Source: an optimization exercise on an open RTL-to-GDS flow (aim: small area, a short achievable clock period and few clock cycles per item). Production flows keep margins and buffers that such runs may drop. At most, simulation tests tie the RTL to the original design; equivalence was not proved.

## before
Design rms_sound_level_meter, start of the top module:
module rms_sound_level_meter #(
   parameter int MAX_BLOCK = 1024
) (
   input  logic                 clock,
   input  logic                 reset,
   input  logic                 req_valid,
   output logic                 req_stall,
   input  logic signed [31:0]   audio_word,
   input  logic                 block_end,
   output logic                 rsp_valid,
   input  logic                 rsp_stall,
   output logic signed [15:0]   level_db,
   output logic                 report_out,
   output logic                 silent,
   input  logic                 csr_we,
   input  logic [1:0]           csr_index,
   input  logic [14:0]          csr_wdata
);
Size: roughly 75 I/O pins, ~48000 µm² of cells after synthesis.
export LEC_CHECK = 0
export CAP_MARGIN = 20
export CORE_MARGIN = 2
export CORE_UTILIZATION = 40
export CTS_CLUSTER_SIZE = 30
export SLEW_MARGIN = 20
create_clock -name core_clock -period 13.0 [get_ports {clock}]
standard.sh (not shown) runs the stock make flow with config.mk's settings and CLKGATE_MAP_FILE= SYNTH_SCRIPT=/design/flow/synth_recipe.tcl, a recipe that flattens the netlist after the stock synthesis.
==> flow/flow/run.sh <==
#!/bin/bash
# The standard layout (the standard.sh: standard synthesis, then ORFS
# floorplan to finish) with two changes to how it is optimized:
#  - ORFS's repair_timing keeps a larger setup margin (flow/margin.txt), so
#    it sizes and buffers the critical paths;
#  - the port buffers are a plain buffer cell instead of the delay cell the
#    resizer picks by default.
set -euo pipefail
MARGIN=$(cat flow/margin.txt)
bash standard.sh SETUP_SLACK_MARGIN=$MARGIN \
  "BUFFER_PORTS_ARGS=-buffer_cell sky130_fd_sc_hd__buf_4" finish > make_finish.log 2>&1
==> flow/flow/margin.txt <==
9.0
What after does differently from before at the input level:
==> flow/flow/margin.txt <==
9.4
--- outcome ---
- Looking only at met2 global-route usage, and setting everything else aside, the lower value of after and before goes to before.
- Relative to before, the cell area after layout measured on after has increased by a few percent.
- In the metrics for after and before, the one carrying the higher sequential fraction of total cell area is before.
- Filler cell count for after is lower than for before.
- Core util | after vs before | after higher
- Sort after and before by post-route clock period utilization, descending, and before comes first.
- First-pass GRT wire length (lower): before
- after vs before: fmax up slightly
- Compared with before, after shows a peak per-stage delay on the critical path that is 0.04 ns higher.
No functional check of the RTL was part of any run of this note.

* * *

## v9
rms_sound_level_meter, a different RTL version from the one above (not shown whole).
Size: ~4400 cells after synthesis, roughly 480 flip-flops, about 45000 um2 of cells after synthesis.
Design rms_sound_level_meter, start of the top module:
module rms_sound_level_meter #(
   parameter int MAX_BLOCK = 1024
) (
   input  logic                 clock,
   input  logic                 reset,
   input  logic                 req_valid,
   output logic                 req_stall,
   input  logic signed [31:0]   audio_word,
   input  logic                 block_end,
   output logic                 rsp_valid,
   input  logic                 rsp_stall,
   output logic signed [15:0]   level_db,
   output logic                 report_out,
   output logic                 silent,
   input  logic                 csr_we,
   input  logic [1:0]           csr_index,
   input  logic [14:0]          csr_wdata
);
export LEC_CHECK = 0
export CAP_MARGIN = 10
export CORE_MARGIN = 2
export CORE_UTILIZATION = 47
export CTS_CLUSTER_DIAMETER = 100
export CTS_CLUSTER_SIZE = 25
export SLEW_MARGIN = 10
create_clock -name core_clock -period 13.0 [get_ports {clock}]
==> flow/flow/run.sh <==
#!/bin/bash
# The standard layout (standard.sh: ORFS synthesis with the standard flow's script,
# then floorplan to finish) with these changes to how it is optimized:
#  - Yosys's synth skips its early ABC pass (SYNTH_ARGS=-noabc), so the
#    full adders written in the RTL are extracted as they are, without
#    inverters between them; registers are the same as in the standard
#    synthesis;
#  - ORFS's repair_timing keeps a larger setup margin (flow/margin.txt), so
#    it sizes and buffers the critical paths;
#  - the port buffers are a plain buffer cell instead of the delay cell the
#    resizer picks by default.
# All output goes to make_finish.log here; ORFS's own logs are in orfs/logs.
set -euo pipefail
MARGIN=$(cat flow/margin.txt)
bash standard.sh SYNTH_ARGS=-noabc SETUP_SLACK_MARGIN=$MARGIN \
  "BUFFER_PORTS_ARGS=-buffer_cell sky130_fd_sc_hd__buf_4" finish > make_finish.log 2>&1
==> flow/flow/margin.txt <==
9.0
Testbench counts of v9, summed over its fixed seeds: cycles 19,485, samples 19,106.
--- input diff v9..v17 ---
diff --git a/flow/config.mk b/flow/config.mk
--- a/flow/config.mk
+++ b/flow/config.mk
@@ -10 +10 @@
-export CORE_UTILIZATION = 47
+export CORE_UTILIZATION = 40
@@ -12,0 +13 @@
+export GPL_ROUTABILITY_DRIVEN = 0
## What came out
Diff v9 -> v17: final period utilization roughly the same, maximum clock rate flat, layout overhead on the synthesized area increased 0.18 points, footprint of the flip-flops and latches held. The flow did not stop early for v17: all stages ran, and the layout cleared the timing, DRC and antenna checks. v9 → v17: count of cells resized by post-cts repair fell 7; overall fraction of global-route tracks in use -3.5 points; setup slack went down.
### v17 -> v56
diff --git a/flow/flow/run.sh b/flow/flow/run.sh
--- a/flow/flow/run.sh
+++ b/flow/flow/run.sh
@@ -6,2 +6,5 @@
-#    inverters between them; registers are the same as in the standard
-#    synthesis;
+#    inverters between them;
+#  - adders use Yosys's own carry-lookahead mapping instead of ORFS's
+#    Kogge-Stone extra map (setting SYNTH_OPERATIONS_ARGS to -nordff, a
+#    no-op here since the design has no memories, drops that extra map);
+#    registers are the same as in the standard synthesis;
@@ -15 +18 @@
-bash standard.sh SYNTH_ARGS=-noabc SETUP_SLACK_MARGIN=$MARGIN \
+bash standard.sh SYNTH_ARGS=-noabc SYNTH_OPERATIONS_ARGS=-nordff SETUP_SLACK_MARGIN=$MARGIN \
diff --git a/flow/config.mk b/flow/config.mk
--- a/flow/config.mk
+++ b/flow/config.mk
@@ -13 +12,0 @@
-export GPL_ROUTABILITY_DRIVEN = 0
--- outcome ---
v56 vs. v17: hold slack rose 0.0060 ns; post-layout utilization of the core has increased; iteration-0 DRC count of the detailed router moved down. The final reports for v56 and v17 show number of multi-input logic gates lower in the former.
Relative to v56, the following input files were edited for v46:
diff --git a/flow/flow/run.sh b/flow/flow/run.sh
--- a/flow/flow/run.sh
+++ b/flow/flow/run.sh
@@ -6,5 +6,2 @@
-#    inverters between them;
-#  - adders use Yosys's own carry-lookahead mapping instead of ORFS's
-#    Kogge-Stone extra map (setting SYNTH_OPERATIONS_ARGS to -nordff, a
-#    no-op here since the design has no memories, drops that extra map);
-#    registers are the same as in the standard synthesis;
+#    inverters between them; registers are the same as in the standard
+#    synthesis;
@@ -18 +15 @@
-bash standard.sh SYNTH_ARGS=-noabc SYNTH_OPERATIONS_ARGS=-nordff SETUP_SLACK_MARGIN=$MARGIN \
+bash standard.sh SYNTH_ARGS=-noabc SETUP_SLACK_MARGIN=$MARGIN \
diff --git a/flow/config.mk b/flow/config.mk
--- a/flow/config.mk
+++ b/flow/config.mk
@@ -8 +8 @@
-export CAP_MARGIN = 10
+export CAP_MARGIN = 20
@@ -13 +13 @@
-export SLEW_MARGIN = 10
+export SLEW_MARGIN = 20
--- outcome ---
Looking at the reports, v46 completed the entire flow and the layout it produced met the timing, DRC and antenna checks. Diff v56 -> v46: wire length of the first global-routing pass up 2.5%; basic-gate share of the synthesized area counting and, or, nand and nor cells rose by 1.5 points; post-route cell area decreased by 620 um2 relative to the old numbers; global-route usage moved down. Going from v56 to v46, minimum period implied by the final worst setup slack shrinks by 0.26 ns. What v56 reported for number of placed instances, taps included has to be multiplied by 1.07 to get the figure for v46. Reported for v46 and v56, number of placed I/O pins turned out identical to the last digit. When the final numbers for v46 and v56 were put side by side, the maximum net fanout on the critical path turned out to be smaller in v56. v46 vs. v56: fmax increased 0.016 GHz; hold slack now sits lower; number of clock buffers in the layout down 5.7%.

* * *

rms_sound_level_meter, a different RTL version from the one above (not shown whole).
Size in the first run: ~4400 cells after synthesis, about 480 flip-flops, about 75 I/O pins, roughly 0.045 mm^2 of cells after synthesis.
export LEC_CHECK = 0
export CAP_MARGIN = 20
export CORE_MARGIN = 2
export CORE_UTILIZATION = 40
export CTS_CLUSTER_SIZE = 30
export SLEW_MARGIN = 20
create_clock -name core_clock -period 13.0 [get_ports {clock}]
==> flow/flow/run.sh <==
#!/bin/bash
# The standard layout (standard.sh: ORFS synthesis with the standard flow's script,
# then floorplan to finish) with these changes to how it is optimized:
#  - Yosys's synth skips its early ABC pass (SYNTH_ARGS=-noabc), so the
#    full adders written in the RTL are extracted as they are, without
#    inverters between them; registers are the same as in the standard
#    synthesis;
#  - ORFS's repair_timing keeps a larger setup margin (flow/margin.txt), so
#    it sizes and buffers the critical paths;
#  - the port buffers are a plain buffer cell instead of the delay cell the
#    resizer picks by default.
# All output goes to make_finish.log here; ORFS's own logs are in orfs/logs.
set -euo pipefail
MARGIN=$(cat flow/margin.txt)
bash standard.sh SYNTH_ARGS=-noabc SETUP_SLACK_MARGIN=$MARGIN \
  "BUFFER_PORTS_ARGS=-buffer_cell sky130_fd_sc_hd__buf_4" finish > make_finish.log 2>&1
Scripts as last shown in full above: flow/flow/margin.txt
The starting point ran to the end with no violations.
Testbench counts at the start, summed over its fixed seeds: cycles 19,485, samples 19,106.
Edit:
--- a/flow/config.mk
+++ b/flow/config.mk
@@ -9,4 +9,5 @@
 export CORE_MARGIN = 2
 export CORE_UTILIZATION = 40
-export CTS_CLUSTER_SIZE = 30
+export CTS_CLUSTER_DIAMETER = 100
+export CTS_CLUSTER_SIZE = 25
 export SLEW_MARGIN = 20
Global-route usage drops by 0.40 points.
Setup slack got worse by 19 ps.
Synthesized cell count does not change.
Register-to-register slack is about the same.
Area after synthesis does not change.
Wire length fell by about 1.2%.
Flip-flop and latch count stays the same.
Edit:
==> flow/flow/margin.txt (replaced) <==
9.15
--- a/flow/config.mk
+++ b/flow/config.mk
@@ -9,5 +9,4 @@
 export CORE_MARGIN = 2
 export CORE_UTILIZATION = 40
-export CTS_CLUSTER_DIAMETER = 100
-export CTS_CLUSTER_SIZE = 25
+export CTS_CLUSTER_SIZE = 30
 export SLEW_MARGIN = 20
=> The new run finished with timing, DRC and antenna clean; die area is unchanged; design area came out higher by a few percent; routed wire length climbs by a few percent; setup slack gets better by 100 ps; hold slack got worse by 7.8 ps; clock-buffer cell count is higher by 31; synthesized area is unchanged.
Edit:
==> flow/flow/margin.txt (replaced) <==
8.85
The new run finished with timing, DRC and antenna clean.
Design area falls by a few percent.
Sequential cell count is unchanged.
Via count falls slightly.
Routed wire length falls by a few percent.
Non-clock buffer count falls by 100.
Utilization falls by 1.7 points.
Synthesized area is unchanged.
Count of clock-buffer cells in the layout rises by 4.
Setup slack loses 180 ps.

* * *

rms_sound_level_meter with an RTL version that a note above also has.
For scale: about 4000 cells after synthesis, ~480 flip-flops, ~75 I/O pins, roughly 0.044 mm2 of cells after synthesis.
==> flow/design.v (excerpt) <==
module rms_sound_level_meter #(
   parameter int MAX_BLOCK = 1024
) (
   input  logic                 clock,
   input  logic                 reset,
   input  logic                 req_valid,
   output logic                 req_stall,
   input  logic signed [31:0]   audio_word,
   input  logic                 block_end,
   output logic                 rsp_valid,
   input  logic                 rsp_stall,
   output logic signed [15:0]   level_db,
   output logic                 report_out,
   output logic                 silent,
   input  logic                 csr_we,
   input  logic [1:0]           csr_index,
   input  logic [14:0]          csr_wdata
);
==> flow/config.mk <==
export PLATFORM = sky130hd
export DESIGN_NAME = rms_sound_level_meter
export DESIGN_NICKNAME = rms_sound_level_meter
export VERILOG_FILES = /design/flow/design.v
export SDC_FILE = /design/flow/constraint.sdc
export NUM_CORES = 4
export LEC_CHECK = 0
export CAP_MARGIN = 10
export CORE_MARGIN = 2
export CORE_UTILIZATION = 40
export CTS_CLUSTER_DIAMETER = 100
export CTS_CLUSTER_SIZE = 25
export SLEW_MARGIN = 10
==> flow/constraint.sdc <==
create_clock -name core_clock -period 13.0 [get_ports {clock}]
set_input_delay 2.6000 -clock core_clock [delete_from_list [all_inputs] [get_ports {clock}]]
set_output_delay 2.6000 -clock core_clock [all_outputs]
set_load 0.01 [all_outputs]
==> flow/flow/run.sh <==
#!/bin/bash
# The standard layout (standard.sh: ORFS synthesis with the standard flow's script,
# then floorplan to finish) with these changes to how it is optimized:
#  - Yosys's synth skips its early ABC pass (SYNTH_ARGS=-noabc), so the
#    full adders written in the RTL are extracted as they are, without
#    inverters between them;
#  - adders use Yosys's own carry-lookahead mapping instead of ORFS's
#    Kogge-Stone extra map (setting SYNTH_OPERATIONS_ARGS to -nordff, a
#    no-op here since the design has no memories, drops that extra map);
#    registers are the same as in the standard synthesis;
#  - ORFS's repair_timing keeps a larger setup margin (flow/margin.txt), so
#    it sizes and buffers the critical paths;
#  - the port buffers are a plain buffer cell instead of the delay cell the
#    resizer picks by default.
# All output goes to make_finish.log here; ORFS's own logs are in orfs/logs.
set -euo pipefail
MARGIN=$(cat flow/margin.txt)
bash standard.sh SYNTH_ARGS=-noabc SYNTH_OPERATIONS_ARGS=-nordff SETUP_SLACK_MARGIN=$MARGIN \
  "BUFFER_PORTS_ARGS=-buffer_cell sky130_fd_sc_hd__buf_4" finish > make_finish.log 2>&1
==> flow/flow/margin.txt <==
9.1
Testbench counts at the start, summed over its fixed seeds: cycles 19,485, samples 19,106.
Then changed:
--- a/flow/flow/run.sh
+++ b/flow/flow/run.sh
@@ -6,5 +6,2 @@
-#    inverters between them;
-#  - adders use Yosys's own carry-lookahead mapping instead of ORFS's
-#    Kogge-Stone extra map (setting SYNTH_OPERATIONS_ARGS to -nordff, a
-#    no-op here since the design has no memories, drops that extra map);
-#    registers are the same as in the standard synthesis;
+#    inverters between them; registers are the same as in the standard
+#    synthesis;
@@ -18 +15 @@
-bash standard.sh SYNTH_ARGS=-noabc SYNTH_OPERATIONS_ARGS=-nordff SETUP_SLACK_MARGIN=$MARGIN \
+bash standard.sh SYNTH_ARGS=-noabc SETUP_SLACK_MARGIN=$MARGIN \
==> flow/flow/margin.txt (replaced) <==
8.95
After rerunning: Wire length came out lower by 1.1%; cell area went down by 2.2%; core utilization shrinks by 2.0 points; non-clock buffer count decreases by 80; synthesized area came out higher by about 3%; fmax increases by about 7.5%.
Then changed:
==> flow/flow/margin.txt (replaced) <==
9.0
Outcome: Worst setup slack improves by 0.023 ns; synthesized cell count stays the same; design area barely changes; sequential cell count is unchanged; register-to-register slack improves by 0.04 ns; cell count stays flat.
Then changed:
CAP_MARGIN = 5   (was 10)
SLEW_MARGIN = 5   (was 10)
Outcome:
- The new run completed without violations
- area after synthesis is unchanged
- count of clock-buffer cells in the layout is unchanged
- wire length does not change
- setup slack is unchanged
- hold slack stays the same
- global-route usage does not change
- first-iteration DRC count is unchanged
- via count stays the same
- non-clock buffer count stays the same
- register-to-register slack barely changes

* * *

== v15 ==
Another version of the RTL of rms_sound_level_meter (not shown whole).
Size in the first run: ~500 flip-flops, about 75 I/O pins.
Settings: LEC_CHECK=0, CAP_MARGIN=20, CORE_MARGIN=2, CORE_UTILIZATION=40, CTS_CLUSTER_SIZE=30, SLEW_MARGIN=20; clock period 13.0 ns.
==> flow/flow/run.sh <==
#!/bin/bash
# The standard layout (standard.sh: ORFS synthesis with the standard flow's script,
# then floorplan to finish) with these changes to how it is optimized:
#  - Yosys's synth skips its early ABC pass (SYNTH_ARGS=-noabc), so the
#    full adders written in the RTL are extracted as they are, without
#    inverters between them; registers are the same as in the standard
#    synthesis;
#  - ORFS's repair_timing keeps a larger setup margin (flow/margin.txt), so
#    it sizes and buffers the critical paths;
#  - the port buffers are a plain buffer cell instead of the delay cell the
#    resizer picks by default.
# All output goes to make_finish.log here; ORFS's own logs are in orfs/logs.
set -euo pipefail
MARGIN=$(cat flow/margin.txt)
bash standard.sh SYNTH_ARGS=-noabc SETUP_SLACK_MARGIN=$MARGIN \
  "BUFFER_PORTS_ARGS=-buffer_cell sky130_fd_sc_hd__buf_4" finish > make_finish.log 2>&1
==> flow/flow/margin.txt <==
9.0
Testbench counts of v15, summed over its fixed seeds: cycles 19,485, samples 19,106.
> inputs changed (v15 -> v57)
==> flow/flow/margin.txt <==
8.5
Results
- v57 ends up with a final worst slack that is 320 ps lower than in v15.
- v15 completed; timing, DRC and antenna clean
- v57 completed every stage of the flow, and the final layout passed the timing, DRC and antenna checks.
- Looking only at post-cts sizing count, and setting everything else aside, the higher value of v15 and v57 goes to v15.
- Compared with v15, in v57 utilization went down by 0.66 points; area overhead of the layout relative to synthesis now smaller; number of buffers inserted by post-CTS setup repair went down by 27.
- v57 vs v15, capturing element of the worst setup path: u2_q[35] vs level_db[9]
- Relative max-transition margin: v57 vs v15 up 4.0 points
- v57 gives more post-layout minimum cycle time than v15 did.
- Taking v15 as the reference, in v57 area of the multi-input gates now smaller, routed wire length now larger.
[inputs] v41 vs v57
==> flow/flow/margin.txt <==
9.0
--- a/flow/config.mk
+++ b/flow/config.mk
@@ -10 +10 @@
-export CORE_UTILIZATION = 40
+export CORE_UTILIZATION = 60
Notes after the runs:
Reported for v57 and v41, share of synthesized area occupied by flip-flops and latches turned out identical to the last digit. Share of final layout cell area taken by clock buffers and inverters: v41 vs v57, no meaningful difference. v41 vs. v57: highest attainable clock frequency went up by about 7%. Start point of the critical path = zero_q: v41; start point of the critical path = mr_q[6]: v57. v57 → v41: share of the clock period used by the worst path saw a decrease, wire length of the first global-routing pass essentially unchanged. [diff] cell area after layout, v41 relative to v57: regression. v41 reports a lower fill cell total of the finished layout than v57 does. Summary of v41 over v57: worst setup margin up 290 ps, die area lost 33%, fraction of layout cells with a size suffix above 1 went up 3.2 points.

==> static timing again, ports no longer ideal <==
The flow's constraints put no driver on any port. The routed layouts listed below were extracted and timed again, unchanged, in two steps.
Step 1: set_driving_cell puts a clkbuf_16 on clock and a buf_2 on each other input, an assumption about the parent block.
Step 2, shift: input delay + t, output delay - t, t = (earliest + latest rising clock arrival at the registers) / 2. This alone moves slack from input paths to output paths.
a / b / c = no drivers / after step 1 / after step 2; a / b = the first two.
run | shift t [ns] | setup WS [ns] | cell pins on the clock port's net
before | 0.729 | 8.846 / 8.846 / 8.586 | 1
after | 0.734 | 8.916 / 8.916 / 8.916 | 1
v9 | 0.677 | 9.075 / 9.005 / 8.675 | 1
v17 | 0.679 | 9.064 / 8.996 / 8.674 | 1
v56 | 0.708 | 8.771 / 8.771 / 8.622 | 1
v46 | 0.686 | 9.034 / 8.998 / 8.677 | 1
the first run of note 3 | 0.730 | 9.012 / 8.951 / 8.886 | 1
the second run of note 3 | 0.710 | 8.992 / 8.933 / 8.911 | 1
the third run of note 3 | 0.709 | 9.093 / 9.032 / 8.622 | 1
the fourth run of note 3 | 0.706 | 8.914 / 8.852 / 8.606 | 1
the first run of note 4 | 0.711 | 8.744 / 8.744 / 8.742 | 1
the second run of note 4 | 0.685 | 9.041 / 8.971 / 8.663 | 1
the third run of note 4 | 0.679 | 9.064 / 8.996 / 8.674 | 1
the fourth run of note 4 | 0.679 | 9.064 / 8.996 / 8.674 | 1
v15 | 0.710 | 9.041 / 8.971 / 8.458 | 1
v57 | 0.713 | 8.721 / 8.721 / 8.581 | 1
v41 | 0.712 | 9.009 / 8.954 / 8.702 | 1
After both steps setup and hold are still met in every run listed. The setup slack of v15, which loses most, moves by -0.070 ns with the drivers and by -0.583 ns with both steps.
